Context: an optimization exercise on an open-source flow, tuned for small area, a short achievable clock period and few clock cycles per item. The choices shown serve that exercise and are no tape-out recipe.
In this exercise RTL edits were held to simulation tests only and were not proved equivalent to the original.

==> flow/design.v, too long to show whole: its modules and the start of the top module <==
// module trans_chroma_pipe: 1578 lines
module trans_chroma_pipe (
  input  logic        clk,
  input  logic        rst_n,
  input  logic        in_valid,
  output logic        in_ready,
  input  logic [7:0]  y_in,
  input  logic [15:0] c_in,
  output logic [7:0]  lut_y,
  output logic        lut_rd_en,
  input  logic [39:0] lut_mean,
  input  logic [39:0] lut_width,
  output logic        out_valid,
  input  logic        out_ready,
  output logic [39:0] out_data
);
  // ...
==> flow/flow/run.sh <==
#!/bin/bash
# The standard layout with two changes:
#  - synthesis skips the ABC pass of Yosys's generic "synth" fine stage, so the
#    full adders are extracted from the RTL's own XOR/majority structure
#    (registers are untouched; ORFS's own ABC mapping still runs afterwards);
#  - the port buffers buffer_ports inserts are plain buf_1 cells.
set -euo pipefail
bash standard.sh SYNTH_ARGS=-noabc BUFFER_PORTS_ARGS="-buffer_cell sky130_fd_sc_hd__buf_1" finish > standard.log 2>&1
==> flow/standard.sh <==
#!/bin/bash
# synth_recipe.tcl (not shown) runs the flow's synth.tcl, then flattens the netlist and writes it again
# the make line also repeats each setting of config.mk as NAME=value (left out here)
make -C /OpenROAD-flow-scripts/flow DESIGN_CONFIG=/design/flow/config.mk WORK_HOME=/design/flow/orfs CLKGATE_MAP_FILE= SYNTH_SCRIPT=/design/flow/synth_recipe.tcl "${@:-finish}"
==> flow/config.mk <==
export PLATFORM = sky130hd
export DESIGN_NAME = trans_chroma_pipe
export DESIGN_NICKNAME = trans_chroma_pipe
export VERILOG_FILES = /design/flow/design.v
export SDC_FILE = /design/flow/constraint.sdc
export NUM_CORES = 4
export LEC_CHECK = 0
export CAP_MARGIN = 20
export CORE_MARGIN = 2
export CORE_UTILIZATION = 40
export CTS_BUF_LIST = sky130_fd_sc_hd__clkbuf_16
export CTS_CLUSTER_DIAMETER = 150
export CTS_CLUSTER_SIZE = 24
export SETUP_SLACK_MARGIN = 3.65
export SLEW_MARGIN = 20
export TNS_END_PERCENT = 5
==> flow/constraint.sdc <==
create_clock -name core_clock -period 7.0 [get_ports {clk}]
set_input_delay 1.4000 -clock core_clock [delete_from_list [all_inputs] [get_ports {clk}]]
set_output_delay 1.4000 -clock core_clock [all_outputs]
set_load 0.01 [all_outputs]
==> results.toml, run 1 <==
[run_status]
status = "complete, no violations"

[setup_path]
worst_path_dominant_cell_family = "simple AND/OR/NAND/NOR gates"
crit_end = "lut_rd_en"
worstPathCellList = "buf_1 -> nor2b_4 -> nand2_1 -> buf_1"
end_kind = "output pin"
cp.arrival_ns = 1.93
path_common_cell = "buf_1"
r2r_cells = 6

[sta]
setup_viol = 0
fin_skew_ns = 0.01238

[global_route]
grt_pass1_wl_um = 95010
first_global_vias = 16900
grt_antenna_before_repair = 0
track_usage_pct = 18.66

[clocking]
clk_latency_ns = 0.53
clkSinkCount = 283
post_cts_resized = 2
root_buffer = "clkbuf_16"
cts.hold.buffers_added = 0

[layout]
n_clock_buffer = 15
final_common_cell = "xnor2_1"
multi_input_area_mm2 = 0.01529
multi_input_area_share_pct = 56.92
regArea_mm2 = 0.008478
clk_share_pct = 1.425
largest_cell_class = "multi-input combinational cells"
largest-register = "out_q"

[synthesis]
muxShareOfSynthArea_pct = 0.2124
synth_cell_types = 66
synth-edff-count = 279
yosys-top-cells-area = "edfxtp_1, fa_1, xnor2_1"
synth_fa_ha_area_share_pct = 25.45
ys_warn_count = 1

[drt]
top_layer = "met4"
wl_met3_um = 4886
num_vias = 16908
viasPerCell = 5.599
drt-met1-wl_um = 27500
remaining_drc_errors = 0

[hold_path]
min_path_cells = 1
Testbench counts, summed over its fixed seeds: cycles 16,032, pixels 16,000.
==> run 2: changes to the inputs <==
--- a/flow/config.mk
+++ b/flow/config.mk
@@ -11,6 +11,6 @@
 export CTS_BUF_LIST = sky130_fd_sc_hd__clkbuf_16
 export CTS_CLUSTER_DIAMETER = 150
 export CTS_CLUSTER_SIZE = 24
+export PLACE_DENSITY = 0.5
 export SETUP_SLACK_MARGIN = 3.65
 export SLEW_MARGIN = 20
-export TNS_END_PERCENT = 5
==> results.toml, run 2 <==
[job]
drv_cap = 0

[global_route]
grt_antenna_before_repair = 0
grt_pass1_wl_um = 101100
grt_max_degree = 77
overflow = 0
first_global_vias = 17326
track_usage_pct = 20.29

[synthesis]
synth-edff-count = 279
synth_top_cell_by_area = "edfxtp_1"
ys_warn_count = 1
syn_area_per_cell_um2 = 11.49
yosysMostFrequentCell = "xnor2_1"
ys_seq_area_share_pct = 34.26
netlist_area_mm2 = 0.02474
yosys-top-cells-area = "edfxtp_1, fa_1, xnor2_1"
yosysTopAreaCellShare_pct = 33.86
synth_cell_types = 66
syn_nets = 2619
async_reset_ff_share_pct = 1.413
ys_ff_latch = 283
ys.flop_type = "edfxtp_1"
ys_top_cells_by_count = "xnor2_1, a22oi_1, edfxtp_1, fa_1, clkbuf_1"
netlist_instances = 2154

[clocking]
clk_latency_ns = 0.54
htreeDepth = 1
clk_pin_slew_worst_paths_ns = 0.09
cts_buffer_depth = 3
clkSinkCount = 283
numCtsBuffers = 16
cts_tree = "built"
root_buffer = "clkbuf_16"

[floorplanning]
core_area_mm2 = 0.06148
die-area_mm2 = 0.06387
fp.dieH_um = 252.7
placementRows = 91
die_x_um = 252.7
floorplan.initialDensity_pct = 40.25
io-pin-count = 159

[setup_path]
r2r_cells = 8
critPathMaxStageDelay_ns = 0.18
end_kind = "output pin"
critPathKind = "in2out"
cp_slowest_cell = "nor2b_4"
path_depth = 4
cp.required_ns = 5.60
worst_path_dominant_cell_family = "simple AND/OR/NAND/NOR gates"
worstPathMaxFanout = 5
crit_path_start_kind = "primary input"
worstPathCellList = "buf_1 -> nor2b_4 -> nand2_1 -> buf_1"
crit_buf_inv = 2
path_common_cell = "buf_1"
cp.arrival_ns = 1.90

[placement]
placed_cells = 2921
gp_congestion = 0.8254
place.port_buffers = 158
place_ws_ns = 3.141
place_area_mm2 = 0.02569
dp_hpwl_um = 43770

[sta]
fin_skew_ns = 0.01699
hold_slack_ns = 0.4772
final.period_utilization_pct = 47.08
hold_violations = 0
rsz0062_at_grt = "no"
relSlewSlack_pct = 30.04
finalMaxSlewViolations = 0
min_period_ns = 3.296
tns_ns = 0
setup_viol = 0
worst_slack_ns = 3.704
worst_slew_pin_slew_ns = 1.049
fmax_mhz = 303.4

[layout]
largest_register_ffs = 40
instances_no_fill = 3066
area_growth_pct = 10.62
largest-register = "out_q"
final_common_cell = "xnor2_1"
layout-drive-gt1-share_pct = 8.128
n_antenna_cell = 0
final_cell_mix = "xnor2_1, a22oi_1, edfxtp_1"
nFillCells = 5754
nets = 2735
fin_area_mm2 = 0.02737

[drt]
dr.pass1.iters = 6
drt.antenna.violating_nets = 0
wirelength_um = 65470
drt-met1-wl_um = 30210
top_layer = "met4"
routedWlPerCell_um = 21.35
viasPerCell = 5.591
remaining_drc_errors = 0
dr_wl_met2_um = 29110
wl_met3_um = 4988
num_vias = 17143
drt_first_iter_violations = 1345

[hold_path]
min_path_cells = 1
hold_class = "reg2reg"

[run_status]
status = "complete, no violations"
[run 2: cell counts after synthesis]
No cell type changed its count.
[run 2: repair_timing]
item	in CTS	in global routing
hold buffers	0	0
gates resized for setup	4	5
endpoints found under the hold margin	0	0
endpoints found under the setup margin	44	32
setup buffers	42	79
pin swaps	0	1
[run 2: final timing paths]
| kind | from | end | slack, ns |
|---|---|---|---|
| worst max-delay path | out_ready | lut_rd_en | 3.70 |
| worst min register to register | v_q[2] | v_q[3] | 0.48 |
| worst min-delay path | v_q[2] | v_q[3] | 0.48 |
| worst max register to register | dq0[4] | lcq0 | 3.73 |
| min in group asynchronous | rst_n | v_q[2] | 0.66 |
| max in group asynchronous | rst_n | v_q[3] | 6.16 |
[run 2: through the flow]
| step | utilization [%] |
|---|---|
| global route | 44.52 |
| finish | 44.52 |
| global placement | 41.75 |
| CTS | 43.19 |
| floorplan | - |
| detailed placement | 41.78 |
[run 2: worst reg2reg max path: stages (launching register included)]
cell      delay, ns
edfxtp_1       0.81
a22oi_1        0.23
xnor2_1        0.23
fa_1           0.46
fa_1           0.45
ha_1           0.29
ha_1           0.27
a21o_1         0.16
a21o_1         0.16
[run 2: area by class of cell]
cell class / instances / area (um2) / area share [%]
multi-input combinational: 1618 / 15300 / 55.89
sequential: 283 / 8478 / 30.97
timing repair buffer: 297 / 1923 / 7.026
tap: 790 / 988.4 / 3.611
clock buffer: 17 / 425.4 / 1.554
inverter: 54 / 209.0 / 0.7634
clock inverter: 7 / 51.30 / 0.1874
[run 2: kinds of logic after synthesis]
| family | count (synthesis) | share of synthesized area [%] |
|---|---|---|
| DFF | 283 | 34.26 |
| adders and majority gates | 357 | 25.45 |
| and+or+nand+nor | 306 | 5.825 |
| xor gates and xnor gates | 435 | 15.40 |
| muxes | 5 | 0.2124 |
| buffers and inverters | 253 | 4.000 |
| AOI/OAI and AO/OA | 515 | 14.85 |
[run 2: metal layers]
layer / global-route usage [%] / vias to the layer above
met5: 0 / -
met4: 4.446 / 0
met3: 3.811 / 64
met2: 31.33 / 652
met1: 29.65 / 8578
li1: - / 7849
==> run 3: changes to the inputs <==
--- a/flow/config.mk
+++ b/flow/config.mk
@@ -11,6 +11,6 @@
 export CTS_BUF_LIST = sky130_fd_sc_hd__clkbuf_16
 export CTS_CLUSTER_DIAMETER = 150
 export CTS_CLUSTER_SIZE = 24
-export PLACE_DENSITY = 0.5
+export PLACE_DENSITY = 0.75
 export SETUP_SLACK_MARGIN = 3.65
 export SLEW_MARGIN = 20
==> results.toml, run 3 <==
[clocking]
cts_buffer_depth = 3
cts_tree = "built"
clkSinkCount = 283
clk_latency_ns = 0.54
clk_pin_slew_worst_paths_ns = 0.09
root_buffer = "clkbuf_16"
cts.hold.buffers_added = 0
htreeDepth = 1
numCtsBuffers = 15

[sta]
min_period_ns = 3.318
hold_violations = 0
setup_viol = 0
hold_slack_ns = 0.5135
worst_slew_pin_slew_ns = 1.034
fin_skew_ns = 0.02755
final.period_utilization_pct = 47.40
relSlewSlack_pct = 31.06
tns_ns = 0
fmax_mhz = 301.4
finalMaxSlewViolations = 0
rsz0062_at_grt = "yes"
worst_slack_ns = 3.682

[global_route]
grt_antenna_before_repair = 7
grt_pass1_wl_um = 98510
overflow = 0
grt_max_degree = 83
first_global_vias = 17986
track_usage_pct = 19.42

[drt]
drt_first_iter_violations = 1841
remaining_drc_errors = 0
drt.antenna.violating_nets = 0
dr.pass1.iters = 6
wirelength_um = 64090
wl_met3_um = 5543
top_layer = "met5"
num_vias = 17663
drt-met1-wl_um = 26060
routedWlPerCell_um = 21.11
viasPerCell = 5.818
dr_wl_met2_um = 30280

[setup_path]
crit_path_start_kind = "register"
worstPathMaxFanout = 14
worstPathCellList = "a22oi_1 -> xnor2_1 -> fa_1 -> fa_1 -> xnor2_1 -> xnor2_1 -> xnor2_1 -> xnor2_1 -> xnor2_1"
worst_path_dominant_cell_family = "XOR/XNOR gates"
path_common_cell = "xnor2_1"
cp_slowest_cell = "edfxtp_1"
crit_buf_inv = 0
end_kind = "register"
cp.required_ns = 7.28
critPathMaxStageDelay_ns = 0.78
rrSetupSlack_ns = 3.68
r2r_cells = 9
path_depth = 9
cp.arrival_ns = 3.60
critPathKind = "reg2reg"
r2r_end = "rcq0[19]"
timing.rr.start = "oneq0[7]"

[floorplanning]
core_area_mm2 = 0.06148
fp.dieH_um = 252.7
die-area_mm2 = 0.06387
die_x_um = 252.7
placementRows = 91
floorplan.initialDensity_pct = 40.25
io-pin-count = 159

[hold_path]
min_path_cells = 2
hold_class = "reg2reg"
min_from = "v_q[0]"
worst_hold_path.endpoint = "v_q[0]"

[job]
drv_cap = 0

[layout]
nFillCells = 5554
layout-drive-gt1-share_pct = 6.860
largest-register = "out_q"
final_common_cell = "xnor2_1"
largest_register_ffs = 40
area_growth_pct = 8.843
instances_no_fill = 3036
nets = 2707
final_cell_mix = "xnor2_1, a22oi_1, edfxtp_1"
multi_input_area_mm2 = 0.01530
regArea_mm2 = 0.008478

[synthesis]
yosysTopAreaCellShare_pct = 33.86
synth_cell_types = 66
syn_area_per_cell_um2 = 11.49
synth-edff-count = 279
ys_warn_count = 1
yosysMostFrequentCell = "xnor2_1"
ys_ff_latch = 283
syn_nets = 2619
async_reset_ff_share_pct = 1.413
yosys-top-cells-area = "edfxtp_1, fa_1, xnor2_1"
ys_seq_area_share_pct = 34.26
ys_top_cells_by_count = "xnor2_1, a22oi_1, edfxtp_1, fa_1, clkbuf_1"
ys.flop_type = "edfxtp_1"
synth_top_cell_by_area = "edfxtp_1"
netlist_instances = 2154
netlist_area_mm2 = 0.02474

[placement]
gp_congestion = 0.8678
place.port_buffers = 158
dp_hpwl_um = 43320
placed_cells = 2921
place_ws_ns = 3.362

[run_status]
status = "complete, no violations"
-- run 3: cell counts after synthesis --
Identical to the previous run, type by type.
-- run 3: how the worst max path moves through the flow --
stage | from | end | slack (ns)
2_1_floorplan | out_ready | c0_q[0] | 0.78
3_3_place_gp | out_ready | lut_rd_en | 3.44
3_5_place_dp | out_ready | out_q[37] | 3.36
4_1_cts | out_ready | lut_rd_en | 3.65
5_1_grt | oneq1[6] | rcq1[19] | 3.49
6_report | oneq0[7] | rcq0[19] | 3.68
-- run 3: layer usage --
layer / GRT usage [%] / up-vias
li1: - / 7774
met4: 7.185 / 12
met5: 0 / -
met1: 25.44 / 8786
met3: 4.037 / 166
met2: 31.75 / 925
-- run 3: layout make-up --
class                           count  share of cell area (%)
Clock buffer                       15                   1.394
Clock inverter                      5                 0.08362
Antenna cell                        1                0.009291
Timing Repair Buffer              270                   5.793
Tap cell                          790                   3.670
Inverter                           54                  0.7758
Sequential cell                   283                   31.48
Multi-Input combinational cell   1618                   56.80
-- run 3: cells by family (layout without fill, tap and decap cells) --
| group | count (synthesis) | count (layout) | synth area share (%) |
|---|---|---|---|
| AOI/OAI and AO/OA | 515 | 515 | 14.85 |
| xor gates and xnor gates | 435 | 435 | 15.40 |
| adders and majority gates | 357 | 357 | 25.45 |
| buffers and inverters | 253 | 344 | 4.000 |
| DFF | 283 | 283 | 34.26 |
| muxes | 5 | 5 | 0.2124 |
| other | 0 | 1 | 0 |
| and+or+nand+nor | 306 | 306 | 5.825 |
-- run 3: timing repair --
action | in CTS | in global routing
setup buffers | 39 | 55
gates resized for setup | 4 | 4
pin swaps | 0 | 1
endpoints found under the setup margin | 32 | 37
-- run 3: worst min-delay path: stages (launching register included) --
cell and delay [ns]:
dfrtp_1 0.35, nand2_1 0.06, o21ai_0 0.07
-- run 3: per-stage QoR --
stage,cell area (um2),util [%]
global route,26930,43.81
global placement,25680,41.76
floorplan,24750,-
detailed placement,25680,41.76
finish,26930,43.81
CTS,26420,42.96
==> run 4: changes to the inputs <==
--- a/flow/config.mk
+++ b/flow/config.mk
@@ -11,6 +11,5 @@
 export CTS_BUF_LIST = sky130_fd_sc_hd__clkbuf_16
 export CTS_CLUSTER_DIAMETER = 150
 export CTS_CLUSTER_SIZE = 24
-export PLACE_DENSITY = 0.75
 export SETUP_SLACK_MARGIN = 3.65
 export SLEW_MARGIN = 20
==> results.toml, run 4 <==
[synthesis]
synth_top_cell_by_area = "edfxtp_1"
netlist_area_mm2 = 0.02474
ys_warn_count = 1
async_reset_ff_share_pct = 1.413
netlist_instances = 2154
ys_ff_latch = 283
yosysMostFrequentCell = "xnor2_1"
yosys-top-cells-area = "edfxtp_1, fa_1, xnor2_1"
syn_area_per_cell_um2 = 11.49
yosysTopAreaCellShare_pct = 33.86
ys.flop_type = "edfxtp_1"
ys_seq_area_share_pct = 34.26
synth-edff-count = 279
ys_top_cells_by_count = "xnor2_1, a22oi_1, edfxtp_1, fa_1, clkbuf_1"
synth_cell_types = 66
syn_nets = 2619

[drt]
num_vias = 16980
wirelength_um = 62080
dr.pass1.iters = 7
viasPerCell = 5.595
routedWlPerCell_um = 20.45
remaining_drc_errors = 0
drt.antenna.violating_nets = 0
drt_first_iter_violations = 1509

[global_route]
grt_antenna_before_repair = 0
track_usage_pct = 19.09
grt_max_degree = 84
first_global_vias = 17182
overflow = 0
grt_pass1_wl_um = 96810

[setup_path]
crit_end = "lut_rd_en"
r2r_end = "lcq0"
end_kind = "output pin"
cp.required_ns = 5.60
timing.rr.start = "dq0[5]"
r2r_cells = 8
cp.arrival_ns = 1.86
startpoint = "out_ready"
rrSetupSlack_ns = 3.75
critPathKind = "in2out"
crit_path_start_kind = "primary input"
worstPathMaxFanout = 5

[sta]
relSlewSlack_pct = 27.66
hold_violations = 0
setup_viol = 0
tns_ns = 0
finalMaxSlewViolations = 0
min_period_ns = 3.260
final.period_utilization_pct = 46.57
fmax_mhz = 306.7
worst_slew_pin_slew_ns = 1.085
rsz0062_at_grt = "no"
worst_slack_ns = 3.740
fin_skew_ns = 0.01129

[clocking]
clk_latency_ns = 0.52
clk_pin_slew_worst_paths_ns = 0.10
cts_buffer_depth = 3
cts_tree = "built"
numCtsBuffers = 15
root_buffer = "clkbuf_16"
htreeDepth = 1
clkSinkCount = 283

[placement]
gp_congestion = 0.8459
place.port_buffers = 158
place_ws_ns = 3.424
dp_hpwl_um = 41790

[job]
drv_cap = 0

[floorplanning]
placementRows = 91
io-pin-count = 159
die_x_um = 252.7
fp.dieH_um = 252.7
die-area_mm2 = 0.06387
core_area_mm2 = 0.06148
floorplan.initialDensity_pct = 40.25

[layout]
largest_register_ffs = 40
nets = 2711
nFillCells = 5757
final_common_cell = "xnor2_1"
largest-register = "out_q"
final_cell_mix = "xnor2_1, a22oi_1, edfxtp_1"
layout-drive-gt1-share_pct = 6.949
area_growth_pct = 9.081
n_antenna_cell = 0

[run_status]
status = "complete, no violations"

[hold_path]
hold_class = "reg2reg"
-- run 4: cell types whose count changed in the layout (fill, tap and decap cells not counted), moves of 2 or more --
cell,previous run,this run
buf_2,2,0
buf_12,8,11
buf_6,5,8
inv_1,56,52
-- run 4: worst min-delay path by stage --
stage	from	to	slack, ns	cells past startpoint
6_report	v_q[2]	v_q[3]	0.48	1
5_1_grt	v_q[2]	v_q[3]	0.49	1
4_1_cts	v_q[2]	v_q[3]	0.47	1
3_5_place_dp	v_q[2]	v_q[3]	0.45	1
3_3_place_gp	v_q[2]	v_q[3]	0.44	1
2_1_floorplan	v_q[2]	v_q[3]	0.43	1
-- run 4: per-layer routing --
layer / vias up / global-route usage, % / share of wire (%)
li1: 7785 / - / -
met4: 0 / 4.920 / 2.5
met2: 675 / 29.94 / 45
met1: 8438 / 27.42 / 45
met3: 82 / 3.244 / 7.8
met5: - / 0 / 0
-- run 4: cells by family after synthesis --
kind of cell / Yosys count / synth area share, %
AO/OA/AOI/OAI: 515 / 14.85
buffers and inverters: 253 / 4.000
flip-flops: 283 / 34.26
adder cells (fa/ha/maj): 357 / 25.45
XOR/XNOR: 435 / 15.40
AND/OR/NAND/NOR: 306 / 5.825
multiplexers: 5 / 0.2124
-- run 4: per-stage QoR --
step / std cells / util (%) / hold slack (ns) / instance area (um2)
3_5_place_dp: 2920 / 41.75 / 0.4456 / 25670
4_1_cts: 2976 / 42.95 / 0.4677 / 26410
6_report: 3035 / 43.90 / 0.4769 / 26990
5_1_grt: 3035 / 43.90 / 0.4920 / 26990
2_1_floorplan: 2154 / - / 0.4334 / 24750
3_3_place_gp: 2920 / 41.75 / 0.4419 / 25670
-- run 4: final cells by class --
type / instances / area [um2] / area share (%)
Clock buffer: 15 / 375.4 / 1.391
Clock inverter: 1 / 7.507 / 0.02781
Inverter: 54 / 210.2 / 0.7788
Multi-Input combinational cell: 1618 / 15290 / 56.64
Sequential cell: 283 / 8478 / 31.41
Tap cell: 790 / 988.4 / 3.662
Timing Repair Buffer: 274 / 1644 / 6.091
-- run 4: critical path, stage by stage --
cell	delay [ns]
buf_1	0.10
nor2b_4	0.16
nand2_1	0.08
buf_1	0.13
-- run 4: repair_timing --
action	in CTS	in global routing
pin swaps	0	1
setup buffers	40	59
hold buffers	0	0
setup endpoints to repair	27	32
gates resized for setup	2	5
endpoints found under the hold margin	0	0
==> run 5: changes to the inputs <==
--- a/flow/config.mk
+++ b/flow/config.mk
@@ -11,5 +11,5 @@
 export CTS_BUF_LIST = sky130_fd_sc_hd__clkbuf_16
 export CTS_CLUSTER_DIAMETER = 150
 export CTS_CLUSTER_SIZE = 24
-export SETUP_SLACK_MARGIN = 3.65
+export SETUP_SLACK_MARGIN = 3.6
 export SLEW_MARGIN = 20
==> results.toml, run 5 <==
[run_status]
status = "complete, no violations"

[global_route]
first_global_vias = 16953
grt_antenna_before_repair = 0
grt_pass1_wl_um = 95610
grt_max_degree = 84
track_usage_pct = 18.79
overflow = 0

[sta]
finalMaxSlewViolations = 0
hold_slack_ns = 0.4772
hold_violations = 0
worst_slew_pin_slew_ns = 1.088
relSlewSlack_pct = 27.46
setup_viol = 0
rsz0062_at_grt = "yes"
tns_ns = 0
min_period_ns = 3.385
final.period_utilization_pct = 48.36
fin_skew_ns = 0.01311
fmax_mhz = 295.4

[floorplanning]
fp.dieH_um = 252.7
die_x_um = 252.7
io-pin-count = 159
die-area_mm2 = 0.06387
placementRows = 91
floorplan.initialDensity_pct = 40.25
core_area_mm2 = 0.06148

[clocking]
clkSinkCount = 283
clk_pin_slew_worst_paths_ns = 0.10
root_buffer = "clkbuf_16"
cts_tree = "built"
cts.hold.buffers_added = 0
cts_buffer_depth = 3
clk_latency_ns = 0.52
numCtsBuffers = 15
htreeDepth = 1

[setup_path]
cp.arrival_ns = 3.68
r2r_cells = 8
cp.required_ns = 7.29
rrSetupSlack_ns = 3.61
crit_path_start_kind = "register"
end_kind = "register"
critPathKind = "reg2reg"
r2r_end = "lcq1"
timing.rr.start = "dq1[4]"
worstPathMaxFanout = 20

[drt]
dr_wl_met2_um = 27210
routedWlPerCell_um = 20.30
viasPerCell = 5.576
drt-met1-wl_um = 28020
num_vias = 16806
top_layer = "met4"
remaining_drc_errors = 0
wl_met3_um = 4375
drt_first_iter_violations = 1399
dr.pass1.iters = 6
drt.antenna.violating_nets = 0
wirelength_um = 61180

[hold_path]
worst_hold_path.endpoint = "v_q[3]"
min_path_cells = 1
min_from = "v_q[2]"
hold_class = "reg2reg"

[placement]
dp_hpwl_um = 41790
place.port_buffers = 158
gp_congestion = 0.8459

[job]
drv_cap = 0

[layout]
layout-drive-gt1-share_pct = 6.070
n_antenna_cell = 0
largest-register = "out_q"
nets = 2690
area_growth_pct = 8.237
final_cell_mix = "xnor2_1, a22oi_1, edfxtp_1"
final_common_cell = "xnor2_1"
largest_register_ffs = 40
nFillCells = 5787

[synthesis]
netlist_area_mm2 = 0.02474
yosysMostFrequentCell = "xnor2_1"
yosys-top-cells-area = "edfxtp_1, fa_1, xnor2_1"
ys_seq_area_share_pct = 34.26
synth_cell_types = 66
ys_top_cells_by_count = "xnor2_1, a22oi_1, edfxtp_1, fa_1, clkbuf_1"
ys.flop_type = "edfxtp_1"
ys_ff_latch = 283
syn_nets = 2619
ys_warn_count = 1
yosysTopAreaCellShare_pct = 33.86
async_reset_ff_share_pct = 1.413
syn_area_per_cell_um2 = 11.49
netlist_instances = 2154
synth_top_cell_by_area = "edfxtp_1"
synth-edff-count = 279
run 5: cell type report:
| type | instances | area [um2] | share of cell area (%) |
|---|---|---|---|
| multi-input combinational | 1618 | 15290 | 57.08 |
| timing repair buffer | 253 | 1435 | 5.358 |
| tap | 790 | 988.4 | 3.691 |
| clock buffer | 15 | 375.4 | 1.401 |
| inverter | 54 | 210.2 | 0.7848 |
| sequential | 283 | 8478 | 31.65 |
| clock inverter | 1 | 7.507 | 0.02803 |
run 5: logic make-up after synthesis:
family | after synthesis | synth area share, %
AOI/OAI and AO/OA | 515 | 14.85
buffers and inverters | 253 | 4.000
muxes | 5 | 0.2124
xor gates and xnor gates | 435 | 15.40
and+or+nand+nor | 306 | 5.825
adders and majority gates | 357 | 25.45
DFF | 283 | 34.26
run 5: how the worst max path moves through the flow:
stage | start | to | slack (ns) | depth (start not counted)
finish | dq1[4] | lcq1 | 3.61 | 8
global route | dq1[4] | lcq1 | 3.49 | 8
CTS | out_ready | lut_rd_en | 3.59 | 4
detailed placement | out_ready | lut_rd_en | 3.42 | 4
global placement | out_ready | lut_rd_en | 3.44 | 4
floorplan | out_ready | c0_q[0] | 0.78 | 3
run 5: per-stage QoR:
step           cell area [um2]  utilization [%]  worst slack (ns)  std cells
6_report                 26780            43.56             3.615       3014
5_1_grt                  26780            43.56             3.487       3014
4_1_cts                  26230            42.66             3.586       2956
3_5_place_dp             25670            41.75             3.424       2920
3_3_place_gp             25670            41.75             3.439       2920
2_1_floorplan            24750                -            0.7811       2154
run 5: critical path, cell delays in order, from the launching register on:
cell      delay (ns)
edfxtp_1        0.91
a22oi_1         0.23
xnor2_1         0.22
fa_1            0.46
fa_1            0.45
ha_1            0.29
ha_1            0.27
a21o_1          0.16
a21o_1          0.17
run 5: routing by layer:
metal / vias to the layer above / track usage (%)
li1: 7738 / -
met1: 8374 / 27.41
met2: 618 / 29.28
met3: 76 / 2.966
met4: 0 / 4.565
met5: - / 0
run 5: what timing repair did:
| item | 4_1_cts | 5_1_grt |
|---|---|---|
| buffers inserted | 20 | 56 |
| resized for setup | 1 | 4 |
| endpoints found under the setup margin | 20 | 35 |
| gates cloned | 0 | 0 |
==> run 6: changes to the inputs <==
--- a/flow/config.mk
+++ b/flow/config.mk
@@ -11,5 +11,5 @@
 export CTS_BUF_LIST = sky130_fd_sc_hd__clkbuf_16
 export CTS_CLUSTER_DIAMETER = 150
 export CTS_CLUSTER_SIZE = 24
-export SETUP_SLACK_MARGIN = 3.6
+export SETUP_SLACK_MARGIN = 3.72
 export SLEW_MARGIN = 20
==> results.toml, run 6 <==
[sta]
relSlewSlack_pct = 30.26
rsz0062_at_grt = "yes"
final.period_utilization_pct = 46.08
hold_violations = 0
worst_slew_pin_slew_ns = 1.046
setup_viol = 0
fin_skew_ns = 0.01900
min_period_ns = 3.225
fmax_mhz = 310.0
tns_ns = 0
finalMaxSlewViolations = 0

[clocking]
cts_buffer_depth = 3
clk_pin_slew_worst_paths_ns = 0.09
root_buffer = "clkbuf_16"
clkSinkCount = 283
cts_tree = "built"
numCtsBuffers = 15
htreeDepth = 1
clk_latency_ns = 0.53

[layout]
largest-register = "out_q"
largest_register_ffs = 40
layout-drive-gt1-share_pct = 8.625
area_growth_pct = 10.37
final_common_cell = "xnor2_1"
n_antenna_cell = 0
final_cell_mix = "xnor2_1, a22oi_1, edfxtp_1"
nets = 2750

[floorplanning]
core_area_mm2 = 0.06148
fp.dieH_um = 252.7
floorplan.initialDensity_pct = 40.25
die-area_mm2 = 0.06387
die_x_um = 252.7
placementRows = 91
io-pin-count = 159

[drt]
viasPerCell = 5.610
num_vias = 17244
remaining_drc_errors = 0
wirelength_um = 63130
routedWlPerCell_um = 20.54
drt.antenna.violating_nets = 0
dr.pass1.iters = 6
drt_first_iter_violations = 1583

[setup_path]
r2r_end = "rcq1[11]"
timing.rr.start = "oneq1[1]"
r2r_cells = 6
critPathKind = "in2out"
cp.arrival_ns = 1.83
cp.required_ns = 5.60
rrSetupSlack_ns = 3.79
end_kind = "output pin"
crit_path_start_kind = "primary input"
worstPathMaxFanout = 3

[synthesis]
synth-edff-count = 279
synth_simple_gate_area_share_pct = 5.825
syn_area_per_cell_um2 = 11.49
syn_nets = 2619
async_reset_ff_share_pct = 1.413
ys_top_cells_by_count = "xnor2_1, a22oi_1, edfxtp_1, fa_1, clkbuf_1"
ys.flop_type = "edfxtp_1"
synth_top_family_by_area = "adder cells"
netlist_area_mm2 = 0.02474
synth_fa_ha_area_share_pct = 25.45
yosysMostFrequentCell = "xnor2_1"
yosysTopAreaCellShare_pct = 33.86
yosys-top-cells-area = "edfxtp_1, fa_1, xnor2_1"
synth_compound_area_share_pct = 14.85
netlist_instances = 2154
ys_warn_count = 1
synth_cell_types = 66
ys_ff_latch = 283
synth-xor-area-share_pct = 15.40
synth_top_cell_by_area = "edfxtp_1"
muxShareOfSynthArea_pct = 0.2124
ys_seq_area_share_pct = 34.26

[run_status]
status = "complete, no violations"

[global_route]
grt_max_degree = 166
track_usage_pct = 19.50
grt_pass1_wl_um = 98610
first_global_vias = 17570
grt_antenna_before_repair = 1
overflow = 0

[placement]
gp_congestion = 0.8353
place.port_buffers = 158
dp_hpwl_um = 41580

[hold_path]
hold_class = "reg2reg"
min_path_cells = 1
min_from = "v_q[2]"
worst_hold_path.endpoint = "v_q[3]"

[job]
drv_cap = 0
==> run 6: kinds of logic after synthesis <==
kind of cell / Yosys count
muxes: 5
buffers and inverters: 253
and+or+nand+nor: 306
xor gates and xnor gates: 435
adders and majority gates: 357
DFF: 283
AOI/OAI and AO/OA: 515
==> run 6: through the flow <==
stage / hold WS, ns / utilization, % / setup WS (ns) / std cells / area, um2
floorplan: 0.4334 / - / 0.7811 / 2154 / 24750
global route: 0.5335 / 44.42 / 3.682 / 3074 / 27310
global placement: 0.4423 / 41.74 / 3.445 / 2917 / 25660
detailed placement: 0.4641 / 41.74 / 3.425 / 2917 / 25660
finish: 0.4816 / 44.42 / 3.775 / 3074 / 27310
CTS: 0.4866 / 43.23 / 3.724 / 2995 / 26580
==> run 6: cell type report <==
type | count | area, um2
clock buffer | 15 | 375.4
clock inverter | 1 | 7.507
sequential | 283 | 8478
fill | 5689 | 34170
inverter | 54 | 210.2
timing repair buffer | 313 | 1954
tap | 790 | 988.4
multi-input combinational | 1618 | 15300
==> run 6: worst max-delay path by stage <==
stage,startpoint,depth (start not counted),to
3_3_place_gp,out_ready,4,lut_rd_en
5_1_grt,oneq1[1],6,rcq1[11]
2_1_floorplan,out_ready,3,c0_q[0]
4_1_cts,negq0[6],8,rcq0[19]
6_report,out_ready,4,lut_rd_en
3_5_place_dp,out_ready,4,lut_rd_en
==> run 6: what timing repair did <==
action,CTS,global route
resized for setup,3,6
gates cloned,0,0
pin swaps,0,1
setup endpoints to repair,33,31
buffers inserted,62,79
hold buffers,0,0
==> run 6: routing by layer <==
metal	wire, um	share of wire (%)	vias up	global-route usage, %
met5	13	0.021	-	0
met4	1711	2.7	2	6.543
met3	5101	8.1	91	3.471
met2	28130	45	716	29.82
met1	28180	45	8575	27.96
li1	-	-	7860	-
==> run 6: critical path, stage by stage <==
cell and delay [ns]:
buf_1 0.10, nor2b_4 0.12, nand2_1 0.07, buf_1 0.13

==> afterwards: timing with drivers on the ports <==
The results above use ideal ports. As a check the final layouts listed here were re-extracted and re-timed, cells and wires unchanged. Step 1: set_driving_cell puts a clkbuf_16 on clk and a buf_2 on each other input, an assumption about the parent block. Step 2 also shifts input and output timing later by t, the mid clock arrival at the registers, as if the neighbouring blocks saw the same clock. Three values: ideal ports, drivers, drivers and shift; two values: the first two.
| run | t, ns | setup slack, ns | hold WS [ns] | worst register clock-pin slew, ns | worst slew at a driven data input, ns |
|---|---|---|---|---|---|
| run 1 | 0.577 | 3.673 / 3.651 / 3.530 | 0.477 / 0.477 / 0.477 | 0.10 / 0.10 | 0.06 |
| run 2 | 0.593 | 3.704 / 3.683 / 3.377 | 0.477 / 0.477 / 0.477 | 0.10 / 0.10 | 0.06 |
| run 3 | 0.581 | 3.682 / 3.682 / 3.327 | 0.514 / 0.514 / 0.514 | 0.11 / 0.11 | 0.09 |
| run 4 | 0.576 | 3.740 / 3.718 / 3.470 | 0.477 / 0.477 / 0.477 | 0.10 / 0.10 | 0.06 |
| run 5 | 0.575 | 3.615 / 3.615 / 3.529 | 0.477 / 0.477 / 0.477 | 0.10 / 0.10 | 0.06 |
| run 6 | 0.583 | 3.775 / 3.752 / 3.537 | 0.482 / 0.482 / 0.482 | 0.11 / 0.11 | 0.07 |
After both steps every run listed still meets setup and hold. The setup slack of run 3, which loses most, moves by 0.000 ns with the drivers and by -0.355 ns with both steps.
